This is an optimization exercise on Yosys and OpenROAD, whose aim is small area and a short achievable clock period, not a production implementation.
Where RTL was checked, it was by simulation tests only, not by an equivalence proof against the original.
No functional check of the RTL was part of runs 1 and 2.
Power is estimated from default activity; no workload was simulated.

==> flow/design.v <==
`timescale 1ns/1ps
`default_nettype none
package ex_cp0_pkg;
    typedef enum logic [4:0] {
        SYS = 5'd8,
        BP  = 5'd9,
        RI  = 5'd10,
        OV  = 5'd12
    } exc_code_t;
    typedef enum logic [4:0] {
        STATUS = 5'd12,
        CAUSE  = 5'd13,
        EPC    = 5'd14,
        EBASE  = 5'd15
    } cp0_idx_t;
    localparam int STATUS_EXL   = 1;
    localparam int CAUSE_IP_HI  = 15;  
    localparam int CAUSE_IP_LO  = 10;
    localparam int CAUSE_EXC_HI = 6;
    localparam int CAUSE_EXC_LO = 2;
endpackage
`default_nettype wire
`timescale 1ns/1ps
`default_nettype none
package ex_isa_pkg;
    typedef enum logic [5:0] {
        OP_SPECIAL = 6'h00, OP_J     = 6'h02, OP_JAL   = 6'h03, OP_BEQ  = 6'h04,
        OP_BNE     = 6'h05, OP_BLEZ  = 6'h06, OP_BGTZ  = 6'h07, OP_ADDI = 6'h08,
        OP_ADDIU   = 6'h09, OP_SLTI  = 6'h0a, OP_SLTIU = 6'h0b, OP_ANDI = 6'h0c,
        OP_ORI     = 6'h0d, OP_XORI  = 6'h0e, OP_LUI   = 6'h0f, OP_COP0 = 6'h10
    } opcode_t;
    typedef enum logic [5:0] {
        F_SLL     = 6'h00, F_SRL  = 6'h02, F_SRA  = 6'h03, F_SLLV = 6'h04,
        F_SRLV    = 6'h06, F_SRAV = 6'h07, F_JR   = 6'h08, F_JALR = 6'h09,
        F_SYSCALL = 6'h0c, F_BREAK = 6'h0d, F_ADD = 6'h20, F_ADDU = 6'h21,
        F_SUB     = 6'h22, F_SUBU = 6'h23, F_AND  = 6'h24, F_OR   = 6'h25,
        F_XOR     = 6'h26, F_NOR  = 6'h27, F_SLT  = 6'h2a, F_SLTU = 6'h2b
    } funct_t;
    localparam logic [4:0] RS_MF      = 5'b00000;
    localparam logic [4:0] RS_MT      = 5'b00100;
    localparam logic [5:0] ERET_FUNCT = 6'h18;
    typedef enum logic [3:0] {
        ALU, BRANCH, JUMP, JUMP_REG, MFC0, MTC0, ERET, SYSCALL, BREAK, RESERVED
    } instr_class_t;
    typedef enum logic [4:0] {
        ALU_ADD, ALU_ADDU, ALU_SUB, ALU_SUBU, ALU_AND, ALU_OR, ALU_XOR, ALU_NOR,
        ALU_SLL, ALU_SRL, ALU_SRA, ALU_SLLV, ALU_SRLV, ALU_SRAV, ALU_SLT, ALU_SLTU,
        ALU_ADDI, ALU_ADDIU, ALU_ANDI, ALU_ORI, ALU_XORI, ALU_SLTI, ALU_SLTIU, ALU_LUI
    } alu_op_t;
    typedef struct packed {
        logic                reg_write;
        logic [32-1:0] result;
    } wb_t;
    typedef struct packed {
        logic                  redirect;
        logic                  exception;
        logic [32-1:0]   target;
        logic [4:0]            code;
    } redirect_t;
endpackage
`default_nettype wire
`timescale 1ns/1ps
`default_nettype none
module ex_stage (
    input  logic                  clk,
    input  logic                  rst,
    input  logic [32-1:0]   instr_i,
    input  logic [32-1:0]   data_a_i,
    input  logic [32-1:0]   data_b_i,
    input  logic [32-1:0]   npc_i,
    input  logic                  valid_i,
    input  logic [5:0]            ip_i,
    output logic                  out_valid_o,
    output logic                  reg_write_o,
    output logic [32-1:0]   result_o,
    output logic                  redirect_o,
    output logic [32-1:0]   redirect_pc_o,
    output logic                  exception_o,
    output logic [4:0]            exc_code_o
);
    logic [5:0]  op, fn;
    logic [4:0]  rs, rd;
    logic [15:0] imm;
    assign op  = instr_i[31:26];
    assign fn  = instr_i[5:0];
    assign rs  = instr_i[25:21];
    assign rd  = instr_i[15:11];
    assign imm = instr_i[15:0];
    logic sp, i_alu, br, jmp, jreg, cop0, eret, mfc0, mtc0;
    logic sp_alu, sys, brk, rsv, ovf_cand;
    assign sp    = op == 6'h00;
    assign i_alu = op[5:3] == 3'b001;
    assign br    = op[5:2] == 4'b0001;
    assign jmp   = op[5:1] == 5'b00001;
    assign cop0  = op == 6'h10;
    assign eret  = cop0 & instr_i[25] & (fn == 6'h18);
    assign mfc0  = cop0 & (rs == 5'd0);
    assign mtc0  = cop0 & (rs == 5'd4);
    assign jreg  = sp & (fn[5:1] == 5'b00100);
    assign sys   = sp & (fn == 6'h0c);
    assign brk   = sp & (fn == 6'h0d);
    assign sp_alu = sp & ((fn[5:3] == 3'b100) | (fn[5:1] == 5'b10101) |
                          ((fn[5:3] == 3'b000) & (fn[1:0] != 2'b01)));
    assign rsv    = sp ? !(sp_alu | jreg | sys | brk)
                       : !(i_alu | br | jmp | eret | mfc0 | mtc0);
    assign ovf_cand = sp ? ((fn[5:3] == 3'b100) & !fn[2] & !fn[0]) : (op == 6'h08);
    logic [31:0] simm, zimm, bop, bx;
    logic        sub, uns;
    logic [33:0] sum_w;
    logic [31:0] sum;
    logic        cout, ovf, lts, lt, eq, le, taken;
    assign simm = {{16{imm[15]}}, imm};
    assign zimm = {16'd0, imm};
    assign bop  = op[3] ? (op[2] ? zimm : simm) : data_b_i;
    assign sub  = op[3] ? op[1] : (op[2] | fn[1]);
    assign uns  = op[3] ? op[0] : fn[0];
    assign bx   = bop ^ {32{sub}};
    assign sum_w = {1'b0, data_a_i, 1'b1} + {1'b0, bx, sub};
    assign sum   = sum_w[32:1];
    assign cout  = sum_w[33];
    assign ovf   = ovf_cand & (data_a_i[31] == bx[31]) & (sum[31] != data_a_i[31]);
    assign lts   = (data_a_i[31] ^ bop[31]) ? data_a_i[31] : sum[31];
    assign lt    = uns ? !cout : lts;
    assign eq    = &(data_a_i ^ bx);
    assign le    = lts | eq;
    assign taken = op[1] ? (le ^ op[0]) : (eq ^ op[0]);
    logic [1:0]  lsel;
    logic [31:0] logic_r;
    assign lsel = op[3] ? op[1:0] : fn[1:0];
    always_comb begin
        case (lsel)
            2'b00:   logic_r = data_a_i & bop;
            2'b01:   logic_r = data_a_i | bop;
            2'b10:   logic_r = data_a_i ^ bop;
            default: logic_r = op[3] ? {imm, 16'd0} : ~(data_a_i | bop);
        endcase
    end
    logic [4:0]  s;
    logic        right, fill;
    logic [31:0] sx, sz, shift_r, result_fix;
    assign s     = fn[2] ? data_a_i[4:0] : instr_i[10:6];
    assign right = fn[1];
    assign fill  = right & fn[0] & data_b_i[31];
    always_comb begin
        for (int i = 0; i < 32; i++) sx[i] = right ? data_b_i[i] : data_b_i[31 - i];
    end
    assign sz = 32'($signed({fill, sx}) >>> s);
    assign shift_r = sz;
    logic [29:0] k2;
    logic [31:0] npc_sum;
    assign k2      = br ? {{14{imm[15]}}, imm} : ((jreg | jmp) ? 30'd1 : {30{1'b1}});
    assign npc_sum = {npc_i[31:2] + k2, npc_i[1:0]};
    logic [31:0] status, epc, ebase, cause, cp0_rdata, vector;
    logic [5:0]  cause_ip;
    logic [3:0]  cause_exc;    
    assign cause  = {16'd0, cause_ip, 3'd0, 1'b0, cause_exc, 2'd0};
    assign vector = ebase + 32'h00000180;
    always_comb begin
        cp0_rdata = '0;
        if (rd[4:2] == 3'b011) begin
            case (rd[1:0])
                2'b00: cp0_rdata = status;
                2'b01: cp0_rdata = cause;
                2'b10: cp0_rdata = epc;
                2'b11: cp0_rdata = ebase;
            endcase
        end
    end
    logic s1, s0, live, exc, exc_enter, wr, redirect_d, exl;
    assign live      = valid_i & !(s1 | s0);
    assign exc       = sys | brk | rsv | ovf;
    assign exc_enter = live & exc;
    assign exl       = status[1];
    assign wr        = ((i_alu | sp_alu) & !ovf) | (jmp & op[0]) | (jreg & fn[0]) | mfc0;
    assign redirect_d = live & (exc | eret | jmp | jreg | (br & taken));
    always_ff @(posedge clk or negedge rst) begin
        if (!rst) begin
            s1 <= 1'b0;
            s0 <= 1'b0;
        end else begin
            s1 <= redirect_d | (!valid_i & s1);
            s0 <= valid_i ? s1 : s0;
        end
    end
    always_ff @(posedge clk or negedge rst) begin
        if (!rst) begin
            status    <= 32'h0000FA01;
            epc       <= '0;
            ebase     <= 32'h80001000;
            cause_ip  <= '0;
            cause_exc <= '0;
        end else begin
            cause_ip <= ip_i;
            if (exc_enter)
                cause_exc <= {1'b1, ovf_cand, rsv, brk};
            if (exc_enter && !exl) begin
                status[1] <= 1'b1;
                epc       <= npc_sum;
            end else if (live && eret) begin
                status[1] <= 1'b0;
            end else if (live && mtc0) begin
                case (rd)
                    5'd12: status <= data_b_i;
                    5'd14: epc    <= data_b_i;
                    5'd15: ebase  <= data_b_i;
                    default: ;
                endcase
            end
        end
    end
    logic sel_slt, sel_sum, sel_log, sel_sh, sel_link, sel_cp0;
    logic [31:0] result_d, target_d;
    assign sel_slt  = sp ? (fn[5] & fn[3])            : (op[3] & !op[2] & op[1]);
    assign sel_sum  = sp ? (fn[5] & !fn[3] & !fn[2])  : (op[3] & !op[2] & !op[1]);
    assign sel_log  = sp ? (fn[5] & !fn[3] & fn[2])   : (op[3] & op[2]);
    assign sel_sh   = sp & !fn[5] & !fn[3];
    assign sel_link = sp ? (!fn[5] & fn[3])           : (!op[3] & !op[4]);
    assign sel_cp0  = !sp & !op[3] & op[4];
    assign result_d = ({32{sel_sum}}  & sum)
                    | ({32{sel_log}}  & logic_r)
                    | ({32{sel_sh}}   & shift_r)
                    | {31'd0, sel_slt & lt}
                    | ({32{sel_link}} & npc_sum)
                    | ({32{sel_cp0}}  & cp0_rdata);
    always_comb begin
        if (br)        target_d = npc_sum;
        else if (jmp)  target_d = {npc_i[31:28], instr_i[25:0], 2'b00};
        else if (jreg) target_d = data_a_i;
        else if (eret) target_d = {epc[31:2], 2'b00};
        else           target_d = vector;
    end
    logic        valid_q, wr_q, redirect_q, exc_q, rev_q;
    logic [31:0] result_q, target_q;
    always_ff @(posedge clk or negedge rst) begin
        if (!rst) valid_q <= 1'b0;
        else      valid_q <= valid_i;
    end
    always_ff @(posedge clk) begin
        wr_q       <= live & wr;
        rev_q      <= sel_sh & !right;
        redirect_q <= redirect_d;
        exc_q      <= exc_enter;
        result_q   <= result_d;
        target_q   <= target_d;
    end
    assign out_valid_o   = valid_q;
    assign reg_write_o   = wr_q;
    always_comb begin
        for (int i = 0; i < 32; i++) result_fix[i] = rev_q ? result_q[31 - i] : result_q[i];
    end
    assign result_o      = result_fix;
    assign redirect_o    = redirect_q;
    assign redirect_pc_o = target_q;
    assign exception_o   = exc_q;
    assign exc_code_o    = {1'b0, cause_exc};
endmodule
`default_nettype wire
==> flow/flow/run.sh <==
#!/bin/bash
# The standard layout (ORFS, standard synthesis script and steps) with three ORFS
# variables changed: no full-adder extraction (ADDER_MAP_FILE empty), Yosys's default
# carry-lookahead map instead of the Kogge-Stone one (SYNTH_OPERATIONS_ARGS set), and
# port buffers of the plain buffer cell. Registers, names and all later steps are the
# standard flow's. The full make output goes to standard.log in the work folder.
set -euo pipefail
bash standard.sh ADDER_MAP_FILE= SYNTH_OPERATIONS_ARGS=-noshare \
  "BUFFER_PORTS_ARGS=-buffer_cell sky130_fd_sc_hd__buf_1" finish > standard.log 2>&1
==> flow/standard.sh <==
#!/bin/bash
# synth_recipe.tcl (not shown) runs the flow's synth.tcl, then flattens the netlist and writes it again
# the make line also repeats each setting of config.mk as NAME=value (left out here)
make -C /OpenROAD-flow-scripts/flow DESIGN_CONFIG=/design/flow/config.mk WORK_HOME=/design/flow/orfs CLKGATE_MAP_FILE= SYNTH_SCRIPT=/design/flow/synth_recipe.tcl "${@:-finish}"
==> flow/config.mk <==
export PLATFORM = sky130hd
export DESIGN_NAME = ex_stage
export DESIGN_NICKNAME = ex_stage
export VERILOG_FILES = /design/flow/design.v
export SDC_FILE = /design/flow/constraint.sdc
export NUM_CORES = 4
export LEC_CHECK = 0
export ABC_AREA = 1
export CAP_MARGIN = 20
export CORE_MARGIN = 2
export CORE_UTILIZATION = 40
export SETUP_SLACK_MARGIN = 3.5
export SLEW_MARGIN = 20
==> flow/constraint.sdc <==
create_clock -name core_clock -period 8.0 [get_ports {clk}]
set_input_delay 1.6000 -clock core_clock [delete_from_list [all_inputs] [get_ports {clk}]]
set_output_delay 1.6000 -clock core_clock [all_outputs]
set_load 0.01 [all_outputs]
==> results of run 1 <==
[cell families after synthesis]
family	Yosys count
other cells	1
mux	6
flops	177
simple gates	1497
xor+xnor	39
buf+inv	486
compound gates	666
[layer usage]
metal / up-vias / wire [um] / track usage
li1: 9781 / - / -
met1: 10240 / 39820 / 0.6106
met2: 1651 / 39770 / 0.6178
met3: 317 / 14020 / 0.1410
met4: 4 / 7886 / 0.2979
met5: - / 26 / 0
[worst register-to-register path, stage by stage, from the launching register on]
cell     delay [ns]
dfrtp_1        0.43
inv_1          0.10
nand2_1        0.14
nand4_1        0.18
nor2_1         0.28
nand2_1        0.15
nor3b_2        0.24
nand2_1        0.14
nor2_1         0.14
nand2_1        0.15
nor2_2         0.23
nand3_2        0.20
inv_2          0.16
nand2_1        0.10
nor2_1         0.22
nand2_1        0.09
xor2_1         0.18
nand2_1        0.09
nand2_1        0.12
nand2_1        0.07
a21oi_1        0.12
[stage by stage]
step | setup slack [ns] | instance area (um2) | utilization
after floorplan | 4.058 | 16630 | -
after global placement | 1.599 | 17690 | 0.4322
after detailed placement | 1.612 | 17700 | 0.4325
after CTS | 3.502 | 18950 | 0.4629
after global routing | 3.482 | 19410 | 0.4742
final | 3.390 | 19410 | 0.4743
[what timing repair did]
item / CTS / global route
setup endpoints to repair: 99 / 73
pin swaps: 11 / 10
setup buffers: 24 / 10
cloned: 7 / 6
gates resized for setup: 59 / 64
[power groups by stage]
stage | Clock [uW] | Sequential, uW | Combinational (uW)
3_3_place_gp | 0 | 982 | 965
6_report | 960 | 967 | 1080
2_1_floorplan | 0 | 962 | 587
3_5_place_dp | 0 | 981 | 968
4_1_cts | 962 | 963 | 1010
5_1_grt | 991 | 966 | 1150
[layout by cell type, fill, tap and decap left out, types with 6 or more instances in the layout]
cell,netlist,routed
nor2_4,1,9
dfxtp_1,68,67
inv_2,14,12
nand2_1,968,956
xnor2_2,0,6
nor2_1,192,180
o221ai_1,21,21
o21ai_2,1,6
clkbuf_2,0,7
nand3_1,240,238
o211ai_1,64,64
xor2_2,0,6
o21ai_0,354,346
dfstp_2,9,9
mux2i_1,6,6
xor2_1,27,21
buf_12,0,9
clkinv_8,0,6
clkbuf_16,0,21
o2111ai_1,6,6
buf_4,10,63
nor3_1,19,18
nand2_4,3,8
nand3_2,6,7
a211oi_1,7,7
nand4_1,13,13
or2_2,14,14
inv_1,311,310
nand2_8,2,10
nand2_2,15,16
dfrtp_1,100,100
o21ai_1,9,11
a31oi_1,17,17
nor2_2,7,14
a221oi_1,24,23
xnor2_1,12,6
buf_1,6,194
a21oi_1,116,115
[cells in the mapped netlist (4+ instances only)]
master,instances
buf_4,10
inv_2,14
dfrtp_1,100
dfxtp_1,68
clkinv_1,5
xor2_1,27
or2_2,14
nand2_2,15
o2111ai_1,6
nor3_1,19
nand3_1,240
o221ai_1,21
o21a_1,4
buf_2,15
clkbuf_1,110
o21bai_1,4
o41ai_1,4
dfstp_2,9
a21oi_1,116
a211oi_1,7
nand4_1,13
o21ai_0,354
nor2_1,192
o22ai_1,4
o211ai_1,64
buf_1,6
nor2_2,7
xnor2_1,12
nor4_1,5
a31oi_1,17
nand3_2,6
nand2_1,968
o21ai_1,9
mux2i_1,6
a221oi_1,24
buf_6,12
inv_1,311
[layout make-up]
| cell class | instances | area, um2 |
|---|---|---|
| sequential | 177 | 4101 |
| clock inverter | 15 | 220.2 |
| inverter | 333 | 1313 |
| tap | 532 | 665.6 |
| fill | 4443 | 21510 |
| antenna | 2 | 5.005 |
| timing repair buffer | 286 | 1643 |
| multi-input combinational | 2216 | 11030 |
| clock buffer | 17 | 425.4 |
| timing repair inverter | 1 | 5.005 |
[worst paths after layout]
check,from,end,slack [ns],cells after the start
max,data_b_i[31],s1$_DFF_PN0_,3.39,17
min,s1$_DFF_PN0_,s1$_DFF_PN0_,0.49,2
max reg2reg,ebase[8]$_DFFE_PN0P_,target_q[30]$_DFF_P_,4.38,20
min reg2reg,s1$_DFF_PN0_,s1$_DFF_PN0_,0.49,2
max in group asynchronous,rst,epc[17]$_DFFE_PN0P_,5.55,2
min in group asynchronous,rst,status[23]$_DFFE_PN0P_,1.09,1
[registers in the layout, summed over array words and instances (netlist names)]
register,cells
epc,32
ebase,32
s0,1
valid_q,1
cause_ip,6
status,32
rev_q,1
redirect_q,1
target_q,32
cause_exc,4
wr_q,1
s1,1
exc_q,1
result_q,32
==> results.cfg, run 1 <==
[run_status]
outcome = timing/DRC/antenna clean

[logic_synthesis]
post_synthesis_net_count = 3009
muxShareOfSynthArea = 0.003612
netlist_top_cells_area = nand2_1 22%, dfrtp_1 15%, o21ai_0 11%, dfxtp_1 8.2%, nand3_1 7.2%
area_fraction_in_compound_gates_after_synthesis = 0.2340
netlist_instances = 2872
synth_top_area_share = 0.2185
yosys_most_used_dff = dfrtp_1
post_synth_and_or_nand_nor_area_fraction = 0.3761
yosys_warnings = 1
synth_sequential_area_ratio = 0.2466
synthAdderAreaFrac = 0
largest_family_of_logic_cells_by_synthesized_area = simple AND/OR/NAND/NOR gates
synth_top_area_cell = nand2_1
post_synth_instance_area_um2 = 16630
synthXorXnorAreaFrac = 0.02054
synth_edf_count = 0
syn-mean-instance-area_um2 = 5.790
yosys_register_bits = 177
yosysUniqueCellTypes = 69
synthArstFlopShare = 0.6158

[clock_network]
cts.reportedPaths.clkPinSlew_ns = 0.08
worst_skew_late_latency_ns = 0.51
numCtsBuffers = 17
max-clock-path-buffers = 2
cts.sinks = 177
ctsHoldBuffers = 0
cts-root-buf = clkbuf_16
htreeDepth = 4
cts_tree = done

[timing]
finClkSkew_ns = 0.01551
max_freq_mhz = 216.9
total_negative_setup_slacks_ns = 0
slew-limit-headroom = 0.3107
grt_setup_unrepaired = false
final-max-slew-violation-count = 0
post-route-period-util = 0.5762
min_period_ns = 4.610
final_hold_viol_count = 0
final_count_of_negative_setup_slack_endpoints = 0
hold_slack_ns = 0.4929
max_slew.worst_pin.slew_ns = 1.033

[floorplanning]
rows = 74
die_h_um = 207.9
design.die.area_um2 = 43220
core_area_um2 = 40920
floorplan.die.width_um = 207.9
io_pins = 210
initial_core_util = 0.4063

[setup_path]
highest_cell_delay_on_the_worst_timing_path_ns = 0.43
path_cells = buf_1, inv_1, a21oi_1, xor2_1, inv_1, nand2_1, nand2_1, nor4_2, nand3_1, nor2_1, nand2_1, nand2_1, nand2_1, nand3_1, nand2_1, nand2_1, nand2_1
cp_top_family = simple AND/OR/NAND/NOR gates
arrival_ns = 5.01
setup.worst_path.start_class = input port
critical_path.n_buffers_inverters = 3
critical_path.slowest_cell = a21oi_1
critical_path.most_common_cell = nand2_1
critPathKind = in2reg
required_arrival_time_at_the_worst_endpoint_ns = 8.40
crit_path_max_fanout = 4
endpoint_kind = register

[detailed_routing]
first_pass_iters = 6
drt_iter0_markers = 3593
post_drt_wl_per_cell_um = 28.37
detail-route-antenna-nets = 0
vias_per_cell = 6.144
via_count = 21990
route.detailed.drc = 0
drt-total-wl_um = 101500

[global_route]
grt_pass1_vias = 19190
grt-ovfl-total = 0
initial_antenna_violation_count = 7
grtUsageTotal = 0.4531
grt_first_pass_wirelength_um = 140000
grt_start_max_net_pins = 70

[cells_and_area]
syn_to_final_growth_pct = 16.74
final_nets = 3169
layout.cells.non_filler = 3579
post_route_cells_drive_above_1_share = 0.08933

[pwr]
switching_power_uw = 1356
max-vdd-ir-drop_uv = 242.5
swShare = 0.4505
p_int_uw = 1654
report.power.total_uw = 3010
p_per_area_nw_per_um2 = 155.1
clockPowerShare = 0.319
power.combinational.fraction = 0.360
power.static_leakage_uw = 0.009166
part_of_the_total_power_dissipated_in_sequential_elements = 0.321

[worst_hold_path]
hold_class = reg2reg

[flow_run]
drv_cap = 0

[placement]
placed_cells_incl_taps = 3498
dp_hpwl_um = 76330
port_buffers = 208
gp_congestion = 1.052
==> run 2, diff against run 1 <==
--- a/flow/config.mk
+++ b/flow/config.mk
@@ -11,2 +11,3 @@
 export CORE_UTILIZATION = 40
+export PLACE_DENSITY = 0.85
 export SETUP_SLACK_MARGIN = 3.5
==> run 2 against run 1 <==
- still clean on timing, DRC and antenna
- first-iteration DRC count rose by 9.9%
- combinational power fell by 4%
- flip-flop and latch count unchanged
- final area shrank 1.2%
- total power decreased by 3.0%
- sequential share of layout area grew 0.26 points
- largest cell class unchanged
- highest routed layer unchanged
==> results.cfg, run 2 <==
[worst_hold_path]
hold_class = reg2reg
worstHoldPathCells = 2
timing.hold.worst.start = status[22]$_DFFE_PN0P_
holdPathEnd = status[22]$_DFFE_PN0P_

[cells_and_area]
layout_commonest_cell = nand2_1
post_route_cells_drive_above_1_share = 0.08977
syn_to_final_growth_pct = 15.32
final_nets = 3165
fillerInstances = 4368
layout_common_cells = 958 x nand2_1, 345 x o21ai_0, 306 x inv_1

[detailed_routing]
vias_per_cell = 6.175
drt-total-wl_um = 91400
post_drt_wl_per_cell_um = 25.53
route.detailed.drc = 0
via_count = 22110
drt_iter0_markers = 3948
first_pass_iters = 8
detail-route-antenna-nets = 0

[clock_network]
cts-root-buf = clkbuf_16
cts.sinks = 177
numCtsBuffers = 17
max-clock-path-buffers = 2
htreeDepth = 4
worst_skew_late_latency_ns = 0.47
cts_tree = done
ctsHoldBuffers = 0
cts.reportedPaths.clkPinSlew_ns = 0.08

[pwr]
power.static_leakage_uw = 0.009047
max-vdd-ir-drop_uv = 114.8
p_per_area_nw_per_um2 = 152.3

[placement]
port_buffers = 208
dp_hpwl_um = 68490
gp_congestion = 1.146
dp_worst_setup_slack_ns = 1.735

[setup_path]
critPathKind = in2reg
worst_r2r_path_depth = 20
endpoint_kind = register
reg2reg_setup_slack_ns = 4.49
arrival_ns = 4.87
regToRegEndpoint = target_q[30]$_DFF_P_
setup.worst_path.start_class = input port
reg2reg_from = ebase[7]$_DFFE_PN0P_
crit_path_max_fanout = 17
required_arrival_time_at_the_worst_endpoint_ns = 8.33

[timing]
final_count_of_negative_setup_slack_endpoints = 0
grt_setup_unrepaired = false
final-max-slew-violation-count = 0
total_negative_setup_slacks_ns = 0
slew-limit-headroom = 0.2938
post-route-period-util = 0.5672
min_period_ns = 4.538
finClkSkew_ns = 0.02083
max_freq_mhz = 220.4
final_hold_viol_count = 0
max_slew.worst_pin.slew_ns = 1.056
setup_ws_ns = 3.462

[logic_synthesis]
yosys_register_bits = 177
post_synthesis_net_count = 3009
synth.most_common_cell = nand2_1
yosys_most_used_dff = dfrtp_1
netlist_instances = 2872
syn-mean-instance-area_um2 = 5.790
synth_common_cells = 968 x nand2_1, 354 x o21ai_0, 311 x inv_1, 240 x nand3_1, 192 x nor2_1
yosysUniqueCellTypes = 69
synth_sequential_area_ratio = 0.2466
netlist_top_cells_area = nand2_1 22%, dfrtp_1 15%, o21ai_0 11%, dfxtp_1 8.2%, nand3_1 7.2%
synthArstFlopShare = 0.6158
post_synth_instance_area_um2 = 16630
synth_top_area_share = 0.2185
synth_edf_count = 0
yosys_warnings = 1
synth_top_area_cell = nand2_1

[global_route]
grtUsageTotal = 0.4000
grt_first_pass_wirelength_um = 126900
grt-ovfl-total = 0
grt_pass1_vias = 19120
grt_start_max_net_pins = 81
initial_antenna_violation_count = 4

[floorplanning]
die_h_um = 207.9
initial_core_util = 0.4063
rows = 74
io_pins = 210
core_area_um2 = 40920
floorplan.die.width_um = 207.9
design.die.area_um2 = 43220

[flow_run]
drv_cap = 0

[run_status]
outcome = timing/DRC/antenna clean
-- run 2: power by group --
group | switching, uW | internal, uW
clock network | 433 | 489
logic | 756 | 279
registers | 34.3 | 929
-- run 2: worst max path at each step --
stage                            from                   end  cells after the start
after CTS                  instr_i[2]  result_q[16]$_DFF_P_                     17
after floorplan           instr_i[27]   epc[30]$_DFFE_PN0P_                     24
after detailed placement  instr_i[29]  result_q[28]$_DFF_P_                     21
after global placement    instr_i[29]  result_q[28]$_DFF_P_                     21
final                     instr_i[12]  result_q[25]$_DFF_P_                      9
after global routing       instr_i[5]    epc[4]$_DFFE_PN0P_                     26
-- run 2: kinds of logic (layout without fill, tap and decap cells) --
group	count (synthesis)	in the layout	share of synthesized area
flops	177	177	0.2466
other cells	1	8	0.0002255
compound gates	666	667	0.2340
simple gates	1497	1504	0.3761
mux	6	6	0.003612
buf+inv	486	647	0.1190
xor+xnor	39	39	0.02054
-- run 2: cell type report --
type	count	area [um2]	area share
inverters	333	1291	0.06734
repair inverters	1	5.005	0.0002610
multi-input cells	2217	10960	0.5716
clock buffers	19	452.9	0.02362
clock inverters	13	165.2	0.008613
diodes	7	17.52	0.0009135
well taps	532	665.6	0.03471
repair buffers	281	1516	0.07908
flip-flops and latches	177	4101	0.2139
-- run 2: metrics by stage --
stage | hold WS, ns | cell area, um2 | utilization | total power, uW | std cells
floorplan | 0.4479 | 16630 | - | 1549 | 2872
global placement | 0.4638 | 17690 | 0.4323 | 1900 | 3499
detailed placement | 0.4736 | 17690 | 0.4324 | 1902 | 3499
CTS | 0.4896 | 18690 | 0.4566 | 2822 | 3548
global route | 0.5124 | 19160 | 0.4681 | 3009 | 3573
finish | 0.4869 | 19180 | 0.4686 | 2921 | 3580
-- run 2: per-layer routing --
metal  track usage  wire length [um]
met3        0.1309             14940
met5             0                38
met4        0.2996              8833
met2        0.5589             35180
met1        0.5099             32410
-- run 2: repair_timing --
action                                  4_1_cts  5_1_grt
buffers inserted                             14       16
pin swaps                                     6       10
gates resized for setup                      40       73
cloned                                        3        8
endpoints found under the setup margin      102       84
-- run 2: worst max-delay path, stage by stage --
cell and delay (ns):
clkbuf_2 0.26, inv_1 0.38, nor2_1 0.24, buf_4 0.28
inv_1 0.48, o221ai_1 0.53, a221oi_1 0.67, buf_2 0.30
nand3_1 0.10
==> run 3, diff against run 2 <==
--- a/flow/design.v
+++ b/flow/design.v
@@ -146,4 +146,5 @@
     end
-    assign sz = 32'($signed({fill, sx}) >>> s);
+    assign sz = 32'($signed({fill, sx}) >>> s[2:0]);
     assign shift_r = sz;
+    logic [31:0] fix3, fix4;
     logic [29:0] k2;
@@ -152,4 +153,7 @@
     assign npc_sum = {npc_i[31:2] + k2, npc_i[1:0]};
+    logic        valid_q, wr_q, redirect_q, exc_q, rev_q, s3_q, s4_q, fill_q;
+    logic [31:0] result_q, target_q;
     logic [31:0] status, epc, ebase, cause, cp0_rdata, vector;
     logic [5:0]  cause_ip;
+    logic        epc_pend;
     logic [3:0]  cause_exc;    
@@ -191,2 +195,3 @@
             cause_exc <= '0;
+            epc_pend  <= 1'b0;
         end else begin
@@ -195,5 +200,7 @@
                 cause_exc <= {1'b1, ovf_cand, rsv, brk};
+            epc_pend <= exc_enter && !exl;
+            if (epc_pend)
+                epc <= target_q;
             if (exc_enter && !exl) begin
                 status[1] <= 1'b1;
-                epc       <= npc_sum;
             end else if (live && eret) begin
@@ -225,10 +232,7 @@
     always_comb begin
-        if (br)        target_d = npc_sum;
-        else if (jmp)  target_d = {npc_i[31:28], instr_i[25:0], 2'b00};
+        if (jmp)       target_d = {npc_i[31:28], instr_i[25:0], 2'b00};
         else if (jreg) target_d = data_a_i;
         else if (eret) target_d = {epc[31:2], 2'b00};
-        else           target_d = vector;
-    end
-    logic        valid_q, wr_q, redirect_q, exc_q, rev_q;
-    logic [31:0] result_q, target_q;
+        else           target_d = npc_sum;
+    end
     always_ff @(posedge clk or negedge rst) begin
@@ -240,2 +244,5 @@
         rev_q      <= sel_sh & !right;
+        s3_q       <= sel_sh & s[3];
+        s4_q       <= sel_sh & s[4];
+        fill_q     <= fill;
         redirect_q <= redirect_d;
@@ -247,4 +254,6 @@
     assign reg_write_o   = wr_q;
-    always_comb begin
-        for (int i = 0; i < 32; i++) result_fix[i] = rev_q ? result_q[31 - i] : result_q[i];
+    assign fix3 = s3_q ? {{8{fill_q}}, result_q[31:8]} : result_q;
+    assign fix4 = s4_q ? {{16{fill_q}}, fix3[31:16]} : fix3;
+    always_comb begin
+        for (int i = 0; i < 32; i++) result_fix[i] = rev_q ? fix4[31 - i] : fix4[i];
     end
@@ -252,3 +261,3 @@
     assign redirect_o    = redirect_q;
-    assign redirect_pc_o = target_q;
+    assign redirect_pc_o = exc_q ? vector : target_q;
     assign exception_o   = exc_q;
--- a/flow/config.mk
+++ b/flow/config.mk
@@ -12,3 +12,3 @@
 export PLACE_DENSITY = 0.85
-export SETUP_SLACK_MARGIN = 3.5
+export SETUP_SLACK_MARGIN = 3.6
 export SLEW_MARGIN = 20
==> run 3 against run 2 <==
- utilization is 0.57 points lower
- first-iteration DRC count decreased by 14%
- via count down 2.6%
- global-route usage shrank 3.7 points
- count of clock-buffer cells in the layout grew 2
- sequential power is 21% higher
- die area up 0.61%
- final area decreased by 0.99%
==> results.cfg, run 3 <==
[timing]
post-route-period-util = 0.5682
final_hold_viol_count = 0
setup_ws_ns = 3.454
min_period_ns = 4.546
grt_setup_unrepaired = true
hold_slack_ns = 0.4840
final_count_of_negative_setup_slack_endpoints = 0
total_negative_setup_slacks_ns = 0
finClkSkew_ns = 0.01764
final-max-slew-violation-count = 0
max_slew.worst_pin.slew_ns = 1.190
slew-limit-headroom = 0.2058
max_freq_mhz = 220.0

[clock_network]
worst_skew_late_latency_ns = 0.48
cts-root-buf = clkbuf_16
cts.sinks = 181
ctsHoldBuffers = 0
max-clock-path-buffers = 2
htreeDepth = 4
numCtsBuffers = 17
cts.reportedPaths.clkPinSlew_ns = 0.07
cts_tree = done

[floorplanning]
rows = 74
floorplan.die.width_um = 208.5
io_pins = 210
core_area_um2 = 41020
die_h_um = 208.5
design.die.area_um2 = 43480
initial_core_util = 0.4079

[logic_synthesis]
muxShareOfSynthArea = 0.007777
synth.most_common_cell = nand2_1
area_fraction_in_compound_gates_after_synthesis = 0.2542
netlist_top_cells_area = nand2_1 21%, dfrtp_1 15%, o21ai_0 13%, dfxtp_1 8.5%, inv_1 6.6%
yosys_warnings = 1
syn-mean-instance-area_um2 = 5.834
post_synthesis_net_count = 3005
largest_family_of_logic_cells_by_synthesized_area = simple AND/OR/NAND/NOR gates
netlist_instances = 2868
synth_top_area_cell = nand2_1
yosysUniqueCellTypes = 68
synthArstFlopShare = 0.6077
synthAdderAreaFrac = 0
post_synth_and_or_nand_nor_area_fraction = 0.3503
yosys_most_used_dff = dfrtp_1
yosys_register_bits = 181
synth_edf_count = 0
synth_common_cells = 952 x nand2_1, 431 x o21ai_0, 293 x inv_1, 186 x nor2_1, 166 x nand3_1
synth_sequential_area_ratio = 0.2501
post_synth_instance_area_um2 = 16730
synthXorXnorAreaFrac = 0.02341
synth_top_area_share = 0.2136

[detailed_routing]
drt_iter0_markers = 3415
detail-route-antenna-nets = 0
vias_per_cell = 6.076
post_drt_wl_per_cell_um = 23.25
via_count = 21520
first_pass_iters = 9
route.detailed.drc = 0
drt-total-wl_um = 82350

[setup_path]
arrival_ns = 4.93
required_arrival_time_at_the_worst_endpoint_ns = 8.39
setup.worst_path.start_class = input port
critical_path.slowest_cell = a21oi_1
critPathKind = in2reg
endpoint_kind = register
cp_top_family = compound AO/OA/AOI/OAI gates
highest_cell_delay_on_the_worst_timing_path_ns = 0.89
path_cells = buf_1, nand2_1, nor2_1, nand2_1, inv_1, buf_4, o21ai_0, a21oi_1, a31oi_1, o2111ai_1
crit_path_max_fanout = 17
critical_path.n_buffers_inverters = 3
critical_path.most_common_cell = nand2_1

[pwr]
power.static_leakage_uw = 0.008755
switching_power_uw = 1377
swShare = 0.4228
power.combinational.fraction = 0.364
p_per_area_nw_per_um2 = 171.6
max-vdd-ir-drop_uv = 166.8
p_int_uw = 1881
clockPowerShare = 0.277
part_of_the_total_power_dissipated_in_sequential_elements = 0.359

[cells_and_area]
final_nets = 3131
layout.cells.non_filler = 3542
syn_to_final_growth_pct = 13.48
post_route_cells_drive_above_1_share = 0.07882
layout_common_cells = 938 x nand2_1, 427 x o21ai_0, 292 x inv_1
layout_commonest_cell = nand2_1
finalInstanceArea_um2 = 18990

[placement]
dp_hpwl_um = 61090
placed_cells_incl_taps = 3472
dp_worst_setup_slack_ns = 2.304
port_buffers = 208
gp_congestion = 1.089
dpl_cell_area_um2 = 17670

[global_route]
initial_antenna_violation_count = 6
grtUsageTotal = 0.3635
grt-ovfl-total = 0
grt_start_max_net_pins = 73
grt_pass1_vias = 19320
grt_first_pass_wirelength_um = 118200

[run_status]
outcome = timing/DRC/antenna clean

[flow_run]
drv_cap = 0

[worst_hold_path]
hold_class = reg2reg
==> run 3: cell types whose count changed after synthesis, moves of 8 or more <==
| cell | change |
|---|---|
| o21ai_1 | +14 |
| o21ai_0 | +77 |
| nand3_1 | -74 |
| a31oi_1 | +8 |
| o221ai_1 | -20 |
| a221oi_1 | -11 |
| inv_1 | -18 |
| o21bai_1 | +22 |
| o211ai_1 | -26 |
| nand2_1 | -16 |
| nand4_1 | +8 |
| o2111ai_1 | +11 |
| clkbuf_1 | +9 |
==> run 3: cell type report <==
class                   count  area, um2
flip-flops and latches    181       4193
clock buffers              21      450.4
inverters                 311       1220
repair inverters            1      7.507
repair buffers            266       1461
fillers                  4261      22030
clock inverters            11      146.4
diodes                      3      7.507
multi-input cells        2216      10840
well taps                 532      665.6
==> run 3: worst reg2reg max path, delay by kind of cell (launching register included) <==
family | cells | cell delay (ns)
buffers and inverters | 1 | 0.52
AO/OA/AOI/OAI | 1 | 0.12
flip-flops | 1 | 0.39
AND/OR/NAND/NOR | 6 | 1.27
==> run 3: logic make-up (layout without fill, tap and decap cells) <==
logic type,Yosys count,in the layout
AOI/OAI and AO/OA,748,748
other,1,4
xor gates and xnor gates,43,43
buffers and inverters,471,610
muxes,13,13
and+or+nand+nor,1411,1411
DFF,181,181
==> run 3: power by group through the flow <==
stage	registers, uW	clock network (uW)	logic [uW]
final	1170	903	1190
after global routing	1180	935	1280
after floorplan	1120	0	720
after detailed placement	1180	0	1080
after global placement	1180	0	1070
after CTS	1170	892	1090
==> run 3: final timing paths <==
path | startpoint | end | slack (ns) | cells past startpoint
max | instr_i[13] | result_q[12]$_DFF_P_ | 3.45 | 10
min | status[3]$_DFFE_PN0P_ | status[3]$_DFFE_PN0P_ | 0.48 | 2
max reg2reg | s1$_DFF_PN0_ | epc[6]$_DFF_PN0_ | 5.61 | 8
min reg2reg | status[3]$_DFFE_PN0P_ | status[3]$_DFFE_PN0P_ | 0.48 | 2
max in group asynchronous | rst | epc_pend$_DFF_PN0_ | 5.37 | 2
min in group asynchronous | rst | ebase[25]$_DFFE_PN0P_ | 1.15 | 1
==> run 3: stage by stage <==
| step | util | power, uW |
|---|---|---|
| after CTS | 0.4515 | 3152 |
| final | 0.4629 | 3258 |
| after global routing | 0.4627 | 3399 |
| after global placement | 0.4307 | 2249 |
| after detailed placement | 0.4307 | 2260 |
| after floorplan | - | 1841 |
==> run 3: repair_timing <==
action                     CTS  global route
gates cloned                 2             5
pin swaps                    4             9
resized for setup           34            61
setup endpoints to repair   76            68
setup buffers               12            15
==> run 3: metal layers <==
| layer | vias to the layer above | global-route usage | part of all wire |
|---|---|---|---|
| li1 | 9666 | - | - |
| met1 | 9755 | 0.4496 | 0.36 |
| met2 | 1653 | 0.5379 | 0.41 |
| met3 | 440 | 0.09343 | 0.13 |
| met4 | 8 | 0.2868 | 0.096 |
| met5 | - | 0 | 0.00064 |
==> run 4, diff against run 3 <==
==> flow/flow/run.sh (replaced) <==
#!/bin/bash
# The standard layout (ORFS make targets, the standard flow's synthesis script) with these changes:
#  - synthesis: no full-adder extraction (ADDER_MAP_FILE empty), Yosys's default
#    Brent-Kung carry map instead of the Kogge-Stone one (SYNTH_OPERATIONS_ARGS set), and
#    ABC mapping with flow/abc_area.script (ORFS's area script with a delay relaxation of 0.5 for
#    area recovery, map -B 0.5 instead of 0.9). It runs from a copy of ORFS's scripts folder that differs
#    only in that file; registers, their names and cell types are the standard synthesis's.
#  - port buffers of the plain buffer cell.
# Each step's full output goes to a log of its own in the work folder.
set -euo pipefail
W=$PWD
rm -rf "$W/orfs_scripts"
cp -r "$FLOW_HOME/scripts" "$W/orfs_scripts"
cp "$W/flow/abc_area.script" "$W/orfs_scripts/abc_area.script"
bash standard.sh SCRIPTS_DIR="$W/orfs_scripts" ADDER_MAP_FILE= SYNTH_OPERATIONS_ARGS=-noshare \
  synth > synth.log 2>&1
bash standard.sh ADDER_MAP_FILE= SYNTH_OPERATIONS_ARGS=-noshare \
  "BUFFER_PORTS_ARGS=-buffer_cell sky130_fd_sc_hd__buf_1" finish > standard.log 2>&1
==> flow/flow/abc_area.script (new file) <==
strash
dch
map -B 0.5
topo
stime -c
buffer -c
upsize -c
dnsize -c
--- a/flow/config.mk
+++ b/flow/config.mk
@@ -12,3 +12,3 @@
 export PLACE_DENSITY = 0.85
-export SETUP_SLACK_MARGIN = 3.6
+export SETUP_SLACK_MARGIN = 3.3
 export SLEW_MARGIN = 20
==> run 4 against run 3 <==
- still clean on timing, DRC and antenna
- sequential share of layout area rose by 0.81 points
- count of clock-buffer cells in the layout fell by 3
- flip-flop and latch count did not move
- non-clock buffer count fell by 8
- global-route usage rose by 0.76 points
- area after synthesis fell by 2.2%
- die area fell by 2.1%
- final area fell by 3.7%
- routed wire length fell by 1.9%
==> results.cfg, run 4 <==
[timing]
min_period_ns = 4.877
total_negative_setup_slacks_ns = 0
finClkSkew_ns = 0.01595
final_hold_viol_count = 0
grt_setup_unrepaired = true
slew-limit-headroom = 0.2850
max_freq_mhz = 205.0
setup_ws_ns = 3.123
final-max-slew-violation-count = 0
post-route-period-util = 0.6096
max_slew.worst_pin.slew_ns = 1.071
final_count_of_negative_setup_slack_endpoints = 0

[logic_synthesis]
post_synth_instance_area_um2 = 16370
synth.most_common_cell = nand2_1
synthXorXnorAreaFrac = 0.02561
yosys_register_bits = 181
synth_top_area_share = 0.1738
muxShareOfSynthArea = 0.008562
syn-mean-instance-area_um2 = 6.078
synthAdderAreaFrac = 0
synth_common_cells = 758 x nand2_1, 402 x o21ai_0, 236 x inv_1, 190 x a21oi_1, 163 x nand3_1
netlist_top_cells_area = nand2_1 17%, dfrtp_1 15%, o21ai_0 12%, dfxtp_1 8.7%, a21oi_1 5.8%
largest_family_of_logic_cells_by_synthesized_area = simple AND/OR/NAND/NOR gates
synth_sequential_area_ratio = 0.2557
synth_top_area_cell = nand2_1
yosys_most_used_dff = dfrtp_1
post_synthesis_net_count = 2830
synthArstFlopShare = 0.6077
netlist_instances = 2693
post_synth_and_or_nand_nor_area_fraction = 0.3101
synth_edf_count = 0
yosys_warnings = 1
area_fraction_in_compound_gates_after_synthesis = 0.2976
yosysUniqueCellTypes = 68

[setup_path]
crit_path_max_fanout = 39
path_cells = buf_1, inv_1, o21ai_2, clkinvlp_4, buf_4, nor2_2, buf_4, o21ai_0, nand3_1, o31ai_1, a221oi_1, o31ai_1
setup.worst_path.start_class = input port
critical_path.slowest_cell = a221oi_1
highest_cell_delay_on_the_worst_timing_path_ns = 0.57
endpoint_kind = register
arrival_ns = 5.18
required_arrival_time_at_the_worst_endpoint_ns = 8.30
critPathKind = in2reg

[detailed_routing]
post_drt_wl_per_cell_um = 24.02
vias_per_cell = 6.174
via_count = 20760
drt-total-wl_um = 80750
detail-route-antenna-nets = 0
first_pass_iters = 9
drt_iter0_markers = 3295
route.detailed.drc = 0

[clock_network]
cts-root-buf = clkbuf_16
worst_skew_late_latency_ns = 0.48
max-clock-path-buffers = 2
cts.sinks = 181
htreeDepth = 4
cts_tree = done
cts.reportedPaths.clkPinSlew_ns = 0.08
numCtsBuffers = 17

[placement]
port_buffers = 208
dp_worst_setup_slack_ns = 2.380
dp_hpwl_um = 63030
gp_congestion = 1.076

[global_route]
grtUsageTotal = 0.3711
grt_first_pass_wirelength_um = 115100
grt_start_max_net_pins = 65
initial_antenna_violation_count = 3
grt_pass1_vias = 18440
grt-ovfl-total = 0

[cells_and_area]
layout_common_cells = 753 x nand2_1, 399 x o21ai_0, 235 x inv_1
syn_to_final_growth_pct = 11.72
layout_commonest_cell = nand2_1
final_nets = 2951
post_route_cells_drive_above_1_share = 0.07145

[run_status]
outcome = timing/DRC/antenna clean

[flow_run]
drv_cap = 0

[floorplanning]
io_pins = 210
floorplan.die.width_um = 206.3
design.die.area_um2 = 42550
core_area_um2 = 40650
die_h_um = 206.3
initial_core_util = 0.4027
rows = 74

[pwr]
power.static_leakage_uw = 0.008077
max-vdd-ir-drop_uv = 133.6
p_per_area_nw_per_um2 = 177.7

[worst_hold_path]
hold_class = reg2reg
[run 4: cell count changes after synthesis, moves of 9 or more]
cell	before	now
o211ai_1	38	54
o21ai_1	23	33
o21ai_0	431	402
nand2_1	952	758
o221ai_1	1	10
a22oi_1	6	38
o21bai_1	26	2
a21oi_1	112	190
nor2_1	186	159
inv_1	293	236
a31oi_1	25	12
[run 4: cell type report]
type	count	area (um2)
fillers	4307	22360
multi-input cells	2108	10620
flip-flops and latches	181	4185
repair buffers	258	1252
inverters	248	942.2
well taps	532	665.6
clock buffers	18	429.2
clock inverters	14	181.4
diodes	3	7.507
[run 4: final timing paths]
| kind | end | cells after the start | from | slack [ns] |
|---|---|---|---|---|
| setup / recovery | result_q[14]$_DFF_P_ | 12 | instr_i[0] | 3.12 |
| hold / removal | status[20]$_DFFE_PN0P_ | 2 | status[20]$_DFFE_PN0P_ | 0.49 |
| setup reg to reg | epc[19]$_DFF_PN0_ | 7 | s1$_DFF_PN0_ | 5.56 |
| hold reg to reg | status[20]$_DFFE_PN0P_ | 2 | status[20]$_DFFE_PN0P_ | 0.49 |
| max in group asynchronous | s1$_DFF_PN0_ | 2 | rst | 5.50 |
| min in group asynchronous | ebase[23]$_DFFE_PN0P_ | 1 | rst | 1.20 |
[run 4: stage by stage]
stage	util	hold WS (ns)	cells	total power (uW)	instance area, um2
2_1_floorplan	-	0.4479	2693	1879	16370
4_1_cts	0.4430	0.4884	3341	3180	18010
3_3_place_gp	0.4268	0.4608	3308	2288	17350
3_5_place_dp	0.4273	0.4689	3309	2296	17370
6_report	0.4499	0.4908	3362	3249	18290
5_1_grt	0.4498	0.5138	3361	3386	18280
[run 4: logic make-up (layout without fill, tap and decap cells)]
| family | Yosys count | after routing |
|---|---|---|
| and+or+nand+nor | 1202 | 1202 |
| AOI/OAI and AO/OA | 843 | 844 |
| muxes | 14 | 14 |
| other | 1 | 4 |
| DFF | 181 | 181 |
| buffers and inverters | 405 | 538 |
| xor gates and xnor gates | 47 | 47 |
[run 4: power by group]
part           switching (uW)  internal (uW)
sequential                109           1050
clock                     445            451
combinational             834            361
[run 4: repair_timing]
item                                    in CTS  in global routing
pin swaps                                    1                  4
hold buffers                                 0                  0
endpoints found under the setup margin      44                 91
cloned                                       0                  1
resized for setup                            8                 32
setup buffers                                0                 17
[run 4: critical path: cells and delay by family]
kind	cells	cell delay [ns]
compound gates	5	1.65
buf+inv	5	1.53
simple gates	2	0.38
[run 4: per-layer routing]
metal  GRT usage  part of all wire  vias up
li1            -                 -     9367
met1      0.4697              0.37     9428
met2      0.5342              0.40     1588
met3     0.09003              0.13      375
met4      0.3010             0.098        0
met5           0                 0        -
==> run 5, diff against run 4 <==
--- a/flow/config.mk
+++ b/flow/config.mk
@@ -12,3 +12,3 @@
 export PLACE_DENSITY = 0.85
-export SETUP_SLACK_MARGIN = 3.3
+export SETUP_SLACK_MARGIN = 3.9
 export SLEW_MARGIN = 20
==> run 5 against run 4 <==
- first-iteration DRC count grew 7.1%
- count of clock-buffer cells in the layout is the same
- die area is the same
- utilization grew 3.8 points
- critical path depth grew 3
- critical endpoint is now status[1]$_DFFE_PN0P_
- final cell count grew 2.3%
- largest power group unchanged
- highest routed layer is now met5
- critical path type unchanged
==> results.cfg, run 5 <==
[run_status]
outcome = timing/DRC/antenna clean

[global_route]
initial_antenna_violation_count = 4
grt-ovfl-total = 0
grt_first_pass_wirelength_um = 117800
grt_start_max_net_pins = 65
grtUsageTotal = 0.3802
grt_pass1_vias = 18850

[clock_network]
cts_tree = done
cts.sinks = 181
max-clock-path-buffers = 2
cts-root-buf = clkbuf_16
htreeDepth = 4
cts.reportedPaths.clkPinSlew_ns = 0.08
worst_skew_late_latency_ns = 0.47
numCtsBuffers = 17

[pwr]
max-vdd-ir-drop_uv = 127.3
power.combinational.fraction = 0.387
p_per_area_nw_per_um2 = 169.1
power.static_leakage_uw = 0.008770
p_int_uw = 1913
part_of_the_total_power_dissipated_in_sequential_elements = 0.346
report.power.total_uw = 3354
swShare = 0.4296
switching_power_uw = 1441
clockPowerShare = 0.267

[setup_path]
critPathKind = in2reg
arrival_ns = 4.54
required_arrival_time_at_the_worst_endpoint_ns = 8.36
endpoint_kind = register
setup.worst_path.start_class = input port
crit_path_max_fanout = 6

[logic_synthesis]
synth_edf_count = 0
yosys_warnings = 1
synth_common_cells = 758 x nand2_1, 402 x o21ai_0, 236 x inv_1, 190 x a21oi_1, 163 x nand3_1
synth.most_common_cell = nand2_1
yosys_most_used_dff = dfrtp_1
post_synth_instance_area_um2 = 16370
yosysUniqueCellTypes = 68
netlist_instances = 2693
syn-mean-instance-area_um2 = 6.078
post_synthesis_net_count = 2830
synth_top_area_share = 0.1738
synth_sequential_area_ratio = 0.2557
synthArstFlopShare = 0.6077
netlist_top_cells_area = nand2_1 17%, dfrtp_1 15%, o21ai_0 12%, dfxtp_1 8.7%, a21oi_1 5.8%
yosys_register_bits = 181
synth_top_area_cell = nand2_1

[timing]
max_slew.worst_pin.slew_ns = 1.370
finClkSkew_ns = 0.01094
max_freq_mhz = 239.2
final-max-slew-violation-count = 0
post-route-period-util = 0.5226
final_hold_viol_count = 0
min_period_ns = 4.181
final_count_of_negative_setup_slack_endpoints = 0
grt_setup_unrepaired = true
total_negative_setup_slacks_ns = 0
setup_ws_ns = 3.819
slew-limit-headroom = 0.07917

[floorplanning]
design.die.area_um2 = 42550
core_area_um2 = 40650
rows = 74
io_pins = 210
die_h_um = 206.3
initial_core_util = 0.4027
floorplan.die.width_um = 206.3

[placement]
gp_congestion = 1.076
placed_cells_incl_taps = 3309
dp_worst_setup_slack_ns = 2.380
dp_hpwl_um = 63030
port_buffers = 208

[detailed_routing]
detail-route-antenna-nets = 0
drt_iter0_markers = 3530
post_drt_wl_per_cell_um = 24.75
vias_per_cell = 6.257
drt-total-wl_um = 85140
route.detailed.drc = 0
first_pass_iters = 7
via_count = 21520

[cells_and_area]
final_nets = 3028
final_core_util = 0.4880
syn_to_final_growth_pct = 21.18
layout_commonest_cell = nand2_1
layout_common_cells = 718 x nand2_1, 385 x o21ai_0, 221 x inv_1
layout.cells.non_filler = 3440
post_route_cells_drive_above_1_share = 0.1453

[flow_run]
drv_cap = 0

[worst_hold_path]
hold_class = reg2reg
[run 5: cell counts after synthesis]
Identical to the previous run, type by type.
[run 5: power by group through the flow]
stage                     Sequential [uW]  Combinational [uW]  Clock (uW)
after floorplan                      1120                 758           0
after global placement               1170                1120           0
after detailed placement             1170                1130           0
after CTS                            1150                1160         893
after global routing                 1170                1390         925
final                                1160                1300         896
[run 5: kinds of logic (layout without fill, tap and decap cells)]
logic type	Yosys count	in the layout	share of synthesized area
other cells	1	5	0.0002291
flops	181	181	0.2557
compound gates	843	844	0.2976
buf+inv	405	613	0.1021
simple gates	1202	1204	0.3101
mux	14	14	0.008562
xor+xnor	47	47	0.02561
[run 5: cell type report]
type / count / area, um2
Sequential cell: 181 / 4189
Tap cell: 532 / 665.6
Antenna cell: 4 / 10.01
Timing Repair Buffer: 329 / 2079
Clock buffer: 18 / 429.2
Timing Repair inverter: 4 / 27.53
Inverter: 248 / 983.4
Fill cell: 4152 / 20810
Multi-Input combinational cell: 2110 / 11270
Clock inverter: 14 / 181.4
[run 5: per-stage QoR]
stage / instance area [um2] / hold WS, ns
global route: 19830 / 0.5138
global placement: 17350 / 0.4608
floorplan: 16370 / 0.4479
CTS: 18620 / 0.4884
detailed placement: 17370 / 0.4689
finish: 19830 / 0.4919
[run 5: worst paths after layout]
kind,start,end,slack [ns],cells past startpoint
setup / recovery,instr_i[26],status[1]$_DFFE_PN0P_,3.82,15
hold reg to reg,status[4]$_DFFE_PN0P_,status[4]$_DFFE_PN0P_,0.49,2
setup reg to reg,s1$_DFF_PN0_,epc[19]$_DFF_PN0_,5.67,7
max in group asynchronous,rst,ebase[1]$_DFFE_PN0P_,5.49,2
min in group asynchronous,rst,ebase[23]$_DFFE_PN0P_,1.21,1
hold / removal,status[4]$_DFFE_PN0P_,status[4]$_DFFE_PN0P_,0.49,2
[run 5: what timing repair did]
action,4_1_cts,5_1_grt
buffers inserted,25,57
hold buffers,0,0
cloned,5,8
resized for setup,96,179
endpoints found under the setup margin,152,124
pin swaps,17,55
[run 5: per-layer routing]
layer / vias up / global-route usage / routed length, um
li1: 9531 / - / -
met1: 9818 / 0.4788 / 31170
met2: 1741 / 0.5418 / 34160
met3: 430 / 0.09445 / 11190
met4: 4 / 0.3227 / 8486
met5: - / 0 / 125
[run 5: critical path, stage by stage]
cell and delay [ns]:
buf_2 0.19, nor2_4 0.19, nand2_2 0.11, nor2_4 0.20, buf_4 0.15, buf_4 0.11, nand3_1 0.10, o31ai_1 1.10
nand3_4 0.25, nand3_4 0.17, nand2_4 0.10, inv_4 0.07, nand2_2 0.05, o2111ai_1 0.07, nand2_1 0.07
==> run 6, diff against run 5 <==
--- a/flow/config.mk
+++ b/flow/config.mk
@@ -12,3 +12,3 @@
 export PLACE_DENSITY = 0.85
-export SETUP_SLACK_MARGIN = 3.9
+export SETUP_SLACK_MARGIN = 3.6
 export SLEW_MARGIN = 20
==> run 6 against run 5 <==
- area after synthesis is the same
- clock power barely moved
- worst hold slack lost 0.0026 ns
- global-route usage is 0.55 points lower
- sequential share of layout area grew 1.5 points
- final cell count down 2.0%
- flip-flop and latch count unchanged
- still clean
- total power decreased by 2.7%
- via count shrank 2.4%
- sequential power about the same
==> results.cfg, run 6 <==
[setup_path]
setup.worst_path.start_class = input port
path_cells = buf_1, inv_2, o21ai_4, inv_1, nor2_2, buf_4, o21ai_0, nand3_1, o31ai_1, a221oi_2, o31ai_1
critical_path.slowest_cell = buf_4
highest_cell_delay_on_the_worst_timing_path_ns = 0.44
cp_top_family = buffers and inverters
critPathKind = in2reg
critPathLaunch = instr_i[0]
reg2reg_from = s1$_DFF_PN0_
endpoint_kind = register
critical_path.most_common_cell = o31ai_1
required_arrival_time_at_the_worst_endpoint_ns = 8.32
critical_path.n_buffers_inverters = 4
reg2reg_setup_slack_ns = 5.57
regToRegEndpoint = epc[19]$_DFF_PN0_
crit_path_max_fanout = 39
arrival_ns = 4.77
worst_r2r_path_depth = 7

[global_route]
initial_antenna_violation_count = 5
grt-ovfl-total = 0
grt_pass1_vias = 18590
gr-usage-met2 = 0.5393
grt_first_pass_wirelength_um = 116200
grtUsageTotal = 0.3747
grt_start_max_net_pins = 65
grt.met1_usage = 0.4773
grt_use_met3 = 0.09035
grt_most_used_layer = met2

[timing]
hold_slack_ns = 0.4893
max_freq_mhz = 224.8
post-route-period-util = 0.5559
grt_setup_unrepaired = true
final-max-slew-violation-count = 0
finClkSkew_ns = 0.01429
setup_ws_ns = 3.552
total_negative_setup_slacks_ns = 0
slew-limit-headroom = 0.2849
min_period_ns = 4.448
final_count_of_negative_setup_slack_endpoints = 0
final_hold_viol_count = 0
max_slew.worst_pin.slew_ns = 1.064

[detailed_routing]
first_pass_iters = 9
vias_per_cell = 6.234
post_drt_wl_per_cell_um = 24.30
route.detailed.drc = 0
drt_iter0_markers = 3253
via_count = 21010
detail-route-antenna-nets = 0
drt-total-wl_um = 81890

[worst_hold_path]
timing.hold.worst.start = status[27]$_DFFE_PN0P_
hold_class = reg2reg
holdPathEnd = status[27]$_DFFE_PN0P_
worstHoldPathCells = 2

[floorplanning]
rows = 74
core_area_um2 = 40650
floorplan.die.width_um = 206.3
design.die.area_um2 = 42550
io_pins = 210
die_h_um = 206.3
initial_core_util = 0.4027

[cells_and_area]
layout_common_cells = 748 x nand2_1, 398 x o21ai_0, 233 x inv_1
total_area_of_multi_input_combinational_cells_um2 = 10770
final_nets = 2959
regArea_um2 = 4188
fillerInstances = 4316
post_route_cells_drive_above_1_share = 0.08642
syn_to_final_growth_pct = 13.30
layout_commonest_cell = nand2_1

[flow_run]
drv_cap = 0

[logic_synthesis]
yosys_warnings = 1
synth_sequential_area_ratio = 0.2557
synth_common_cells = 758 x nand2_1, 402 x o21ai_0, 236 x inv_1, 190 x a21oi_1, 163 x nand3_1
post_synth_instance_area_um2 = 16370
synth_edf_count = 0
netlist_top_cells_area = nand2_1 17%, dfrtp_1 15%, o21ai_0 12%, dfxtp_1 8.7%, a21oi_1 5.8%
post_synthesis_net_count = 2830
synth_top_area_share = 0.1738
synthArstFlopShare = 0.6077
synth_top_area_cell = nand2_1
synth.most_common_cell = nand2_1
yosys_register_bits = 181
syn-mean-instance-area_um2 = 6.078
netlist_instances = 2693
yosys_most_used_dff = dfrtp_1
yosysUniqueCellTypes = 68

[clock_network]
max-clock-path-buffers = 2
htreeDepth = 4
ctsHoldBuffers = 0
cts_tree = done
cts-root-buf = clkbuf_16
numCtsBuffers = 17
worst_skew_late_latency_ns = 0.47
cts.reportedPaths.clkPinSlew_ns = 0.08
cts.sinks = 181

[placement]
dp_hpwl_um = 63030
dp_worst_setup_slack_ns = 2.380
port_buffers = 208
gp_congestion = 1.076

[pwr]
p_per_area_nw_per_um2 = 175.9
report.power.total_uw = 3262
max-vdd-ir-drop_uv = 128.7
power.static_leakage_uw = 0.008190

[run_status]
outcome = timing/DRC/antenna clean
-- run 6: power by group --
group,total (uW),leakage (uW),internal [uW],switching (uW)
Combinational,1210,0.00591,367,842
Clock,894,0.000297,451,444
Sequential,1160,0.00198,1050,109
Total,3260,0.00819,1870,1390
-- run 6: layout make-up --
| class | instances | area share |
|---|---|---|
| timing repair inverter | 1 | 0.0004048 |
| tap | 532 | 0.03590 |
| inverter | 248 | 0.05148 |
| multi-input combinational | 2110 | 0.5810 |
| timing repair buffer | 263 | 0.07206 |
| sequential | 181 | 0.2258 |
| antenna | 3 | 0.0004048 |
| clock inverter | 14 | 0.009783 |
| clock buffer | 18 | 0.02314 |
-- run 6: worst min-delay path: stages (launching register included) --
cell and delay, ns:
dfrtp_1 0.35, nand2_1 0.05, o21ai_0 0.06
-- run 6: per-stage QoR --
step           cell area [um2]  cells    util
2_1_floorplan            16370   2693       -
3_3_place_gp             17350   3308  0.4268
3_5_place_dp             17370   3309  0.4273
4_1_cts                  18180   3353  0.4472
5_1_grt                  18540   3369  0.4562
6_report                 18540   3370  0.4562
-- run 6: per-layer routing --
layer	wire [um]	up-vias	share of wire
li1	-	9401	-
met1	30470	9641	0.37
met2	33400	1598	0.41
met3	10470	365	0.13
met4	7517	4	0.092
met5	30	-	0.00037
-- run 6: cell families (layout without fill, tap and decap cells) --
| kind of cell | after synthesis | after routing | synth area share |
|---|---|---|---|
| compound gates | 843 | 845 | 0.2976 |
| buf+inv | 405 | 544 | 0.1021 |
| flops | 181 | 181 | 0.2557 |
| other cells | 1 | 4 | 0.0002291 |
| xor+xnor | 47 | 47 | 0.02561 |
| mux | 14 | 14 | 0.008562 |
| simple gates | 1202 | 1203 | 0.3101 |
-- run 6: how the worst max path moves through the flow --
stage	end	slack [ns]	cells after the start
after floorplan	redirect_pc_o[30]	4.11	14
after global placement	result_q[22]$_DFF_P_	2.33	20
after detailed placement	result_q[22]$_DFF_P_	2.38	20
after CTS	result_q[22]$_DFF_P_	3.57	21
after global routing	redirect_pc_o[30]	3.56	15
final	result_q[14]$_DFF_P_	3.55	11
-- run 6: what timing repair did --
action	CTS	global route
setup buffers	11	10
setup endpoints to repair	84	124
pin swaps	3	11
resized for setup	30	68
gates cloned	1	4
==> run 7, diff against run 6 <==
--- a/flow/flow/run.sh
+++ b/flow/flow/run.sh
@@ -8,2 +8,3 @@
 #  - port buffers of the plain buffer cell.
+#  - clock tree: no dummy loads, leaf clusters of up to 30 registers.
 # Each step's full output goes to a log of its own in the work folder.
@@ -17,2 +18,4 @@
 bash standard.sh ADDER_MAP_FILE= SYNTH_OPERATIONS_ARGS=-noshare \
-  "BUFFER_PORTS_ARGS=-buffer_cell sky130_fd_sc_hd__buf_1" finish > standard.log 2>&1
+  "BUFFER_PORTS_ARGS=-buffer_cell sky130_fd_sc_hd__buf_1" \
+  "CTS_ARGS=-sink_clustering_enable -repair_clock_nets -dont_use_dummy_load -sink_clustering_size 30" \
+  finish > standard.log 2>&1
==> run 7 against run 6 <==
- synthesized cell count unchanged
- area after synthesis unchanged
- worst hold slack worse by 0.0015 ns
- utilization shrank 0.40 points
- critical path depth stayed put
- clock power shrank about 20%
- register-to-register slack worse by 0.02 ns
- routed wire length hardly changed
- combinational power about the same
- maximum frequency is 1.8% lower
- critical endpoint unchanged
- final area fell by 0.88%
==> results.cfg, run 7 <==
[clock_network]
cts.sinks = 181
numCtsBuffers = 17
cts_tree = done
ctsHoldBuffers = 0
max-clock-path-buffers = 2
cts-root-buf = clkbuf_16
worst_skew_late_latency_ns = 0.47
htreeDepth = 4
cts.reportedPaths.clkPinSlew_ns = 0.06

[worst_hold_path]
hold_class = reg2reg
worstHoldPathCells = 2

[global_route]
grt_first_pass_wirelength_um = 116400
grt_start_max_net_pins = 65
grt-ovfl-total = 0
grt_pass1_vias = 18580
grtUsageTotal = 0.3760
initial_antenna_violation_count = 3

[timing]
max_slew.worst_pin.slew_ns = 1.104
post-route-period-util = 0.5663
grt_setup_unrepaired = true
setup_ws_ns = 3.470
finClkSkew_ns = 0.03399
final_count_of_negative_setup_slack_endpoints = 0
slew-limit-headroom = 0.2577
min_period_ns = 4.530
final-max-slew-violation-count = 0
total_negative_setup_slacks_ns = 0
final_hold_viol_count = 0
max_freq_mhz = 220.7

[floorplanning]
design.die.area_um2 = 42550
core_area_um2 = 40650
die_h_um = 206.3
initial_core_util = 0.4027
floorplan.die.width_um = 206.3
io_pins = 210
rows = 74

[logic_synthesis]
post_synth_instance_area_um2 = 16370
synthArstFlopShare = 0.6077
yosys_most_used_dff = dfrtp_1
synth_sequential_area_ratio = 0.2557
post_synthesis_net_count = 2830
synth_top_area_cell = nand2_1
netlist_instances = 2693
synth.most_common_cell = nand2_1
synth_common_cells = 758 x nand2_1, 402 x o21ai_0, 236 x inv_1, 190 x a21oi_1, 163 x nand3_1
synth_top_area_share = 0.1738
netlist_top_cells_area = nand2_1 17%, dfrtp_1 15%, o21ai_0 12%, dfxtp_1 8.7%, a21oi_1 5.8%
yosys_warnings = 1
synth_edf_count = 0
syn-mean-instance-area_um2 = 6.078
yosysUniqueCellTypes = 68
yosys_register_bits = 181

[detailed_routing]
route.detailed.drc = 0
drt-total-wl_um = 81960
vias_per_cell = 6.213
detail-route-antenna-nets = 0
via_count = 20850
first_pass_iters = 6
post_drt_wl_per_cell_um = 24.43
drt_iter0_markers = 3330

[flow_run]
drv_cap = 0

[pwr]
max-vdd-ir-drop_uv = 126.4
power.static_leakage_uw = 0.008144
report.power.total_uw = 3084
p_per_area_nw_per_um2 = 167.8

[setup_path]
endpoint_kind = register
critPathKind = in2reg
required_arrival_time_at_the_worst_endpoint_ns = 8.29
setup.worst_path.start_class = input port
arrival_ns = 4.82
worst_r2r_path_depth = 7
crit_path_max_fanout = 39

[placement]
gp_congestion = 1.076
port_buffers = 208
dp_hpwl_um = 63030
dp_worst_setup_slack_ns = 2.380

[run_status]
outcome = timing/DRC/antenna clean

[cells_and_area]
post_route_cells_drive_above_1_share = 0.07976
final_core_util = 0.4522
final_nets = 2960
syn_to_final_growth_pct = 12.31
layout_commonest_cell = nand2_1
layout_common_cells = 749 x nand2_1, 397 x o21ai_0, 232 x inv_1
==> run 7: cell counts after synthesis <==
Identical to the previous run, type by type.
==> run 7: power by group <==
group          total, uW  switching [uW]  internal [uW]
registers           1160             107           1050
logic               1210             842            369
clock network        716             346            369
==> run 7: area by class of cell <==
| cell class | count | area [um2] |
|---|---|---|
| inverters | 248 | 954.7 |
| repair buffers | 265 | 1381 |
| repair inverters | 1 | 7.507 |
| fillers | 4331 | 22270 |
| clock buffers | 17 | 425.4 |
| flip-flops and latches | 181 | 4188 |
| well taps | 532 | 665.6 |
| multi-input cells | 2109 | 10750 |
| diodes | 2 | 5.005 |
==> run 7: metrics by stage <==
step	std cells	cell area, um2	hold WS, ns
5_1_grt	3354	18380	0.5118
3_3_place_gp	3308	17350	0.4608
6_report	3355	18380	0.4878
2_1_floorplan	2693	16370	0.4479
4_1_cts	3340	18020	0.4882
3_5_place_dp	3309	17370	0.4689
==> run 7: critical path: stages <==
cell,delay [ns]
buf_1,0.43
inv_2,0.25
o21ai_4,0.34
inv_1,0.36
nor2_2,0.19
buf_4,0.43
o21ai_0,0.15
nand3_1,0.27
o31ai_1,0.21
a221oi_2,0.38
o31ai_1,0.18
==> run 7: final timing paths <==
check | from | endpoint | slack (ns)
min in group asynchronous | rst | ebase[23]$_DFFE_PN0P_ | 1.23
max in group asynchronous | rst | cause_exc[0]$_DFFE_PN0N_ | 5.49
worst min-delay path | status[27]$_DFFE_PN0P_ | status[27]$_DFFE_PN0P_ | 0.49
worst max-delay path | instr_i[0] | result_q[14]$_DFF_P_ | 3.47
worst min register to register | status[27]$_DFFE_PN0P_ | status[27]$_DFFE_PN0P_ | 0.49
worst max register to register | s1$_DFF_PN0_ | epc[23]$_DFF_PN0_ | 5.55
==> run 7: kinds of logic after synthesis <==
group | count (synthesis) | synth area share
buffers and inverters | 405 | 0.1021
other | 1 | 0.0002291
AND/OR/NAND/NOR | 1202 | 0.3101
flip-flops | 181 | 0.2557
XOR/XNOR | 47 | 0.02561
AO/OA/AOI/OAI | 843 | 0.2976
multiplexers | 14 | 0.008562
==> run 7: per-layer routing <==
layer,global-route usage,part of all wire,up-vias
met5,0,0.00013,-
met4,0.3020,0.096,2
met3,0.1011,0.13,380
met2,0.5376,0.40,1628
met1,0.4738,0.37,9461
li1,-,-,9375
==> run 7: repair_timing <==
action | in CTS | in global routing
endpoints found under the setup margin | 86 | 128
resized for setup | 31 | 64
gates cloned | 1 | 4
buffers inserted | 13 | 9
pin swaps | 4 | 8

re-timing with driven ports:
The results above use ideal ports. As a check the final layouts listed here were re-extracted and re-timed, cells and wires unchanged.
Step 1 assumes that a clkbuf_16 drives the clock port and a buf_2 every other input.
Step 2 times the ports against the registers' clock, not the clock port: input delays grow and output delays shrink by t, the midpoint of the rising clock arrivals with the driver on.
Slacks: no drivers / after step 1 / after step 2; pairs: no drivers / after step 1.
run | t (ns) | setup slack, ns
run 1 | 0.565 | 3.390 / 3.424 / 2.859
run 2 | 0.512 | 3.462 / 3.493 / 2.980
run 3 | 0.528 | 3.454 / 3.483 / 2.956
run 4 | 0.520 | 3.123 / 3.152 / 2.632
run 5 | 0.522 | 3.819 / 3.841 / 3.336
run 6 | 0.523 | 3.552 / 3.586 / 3.063
run 7 | 0.512 | 3.470 / 3.505 / 2.993
After both steps every run listed still meets setup and hold.
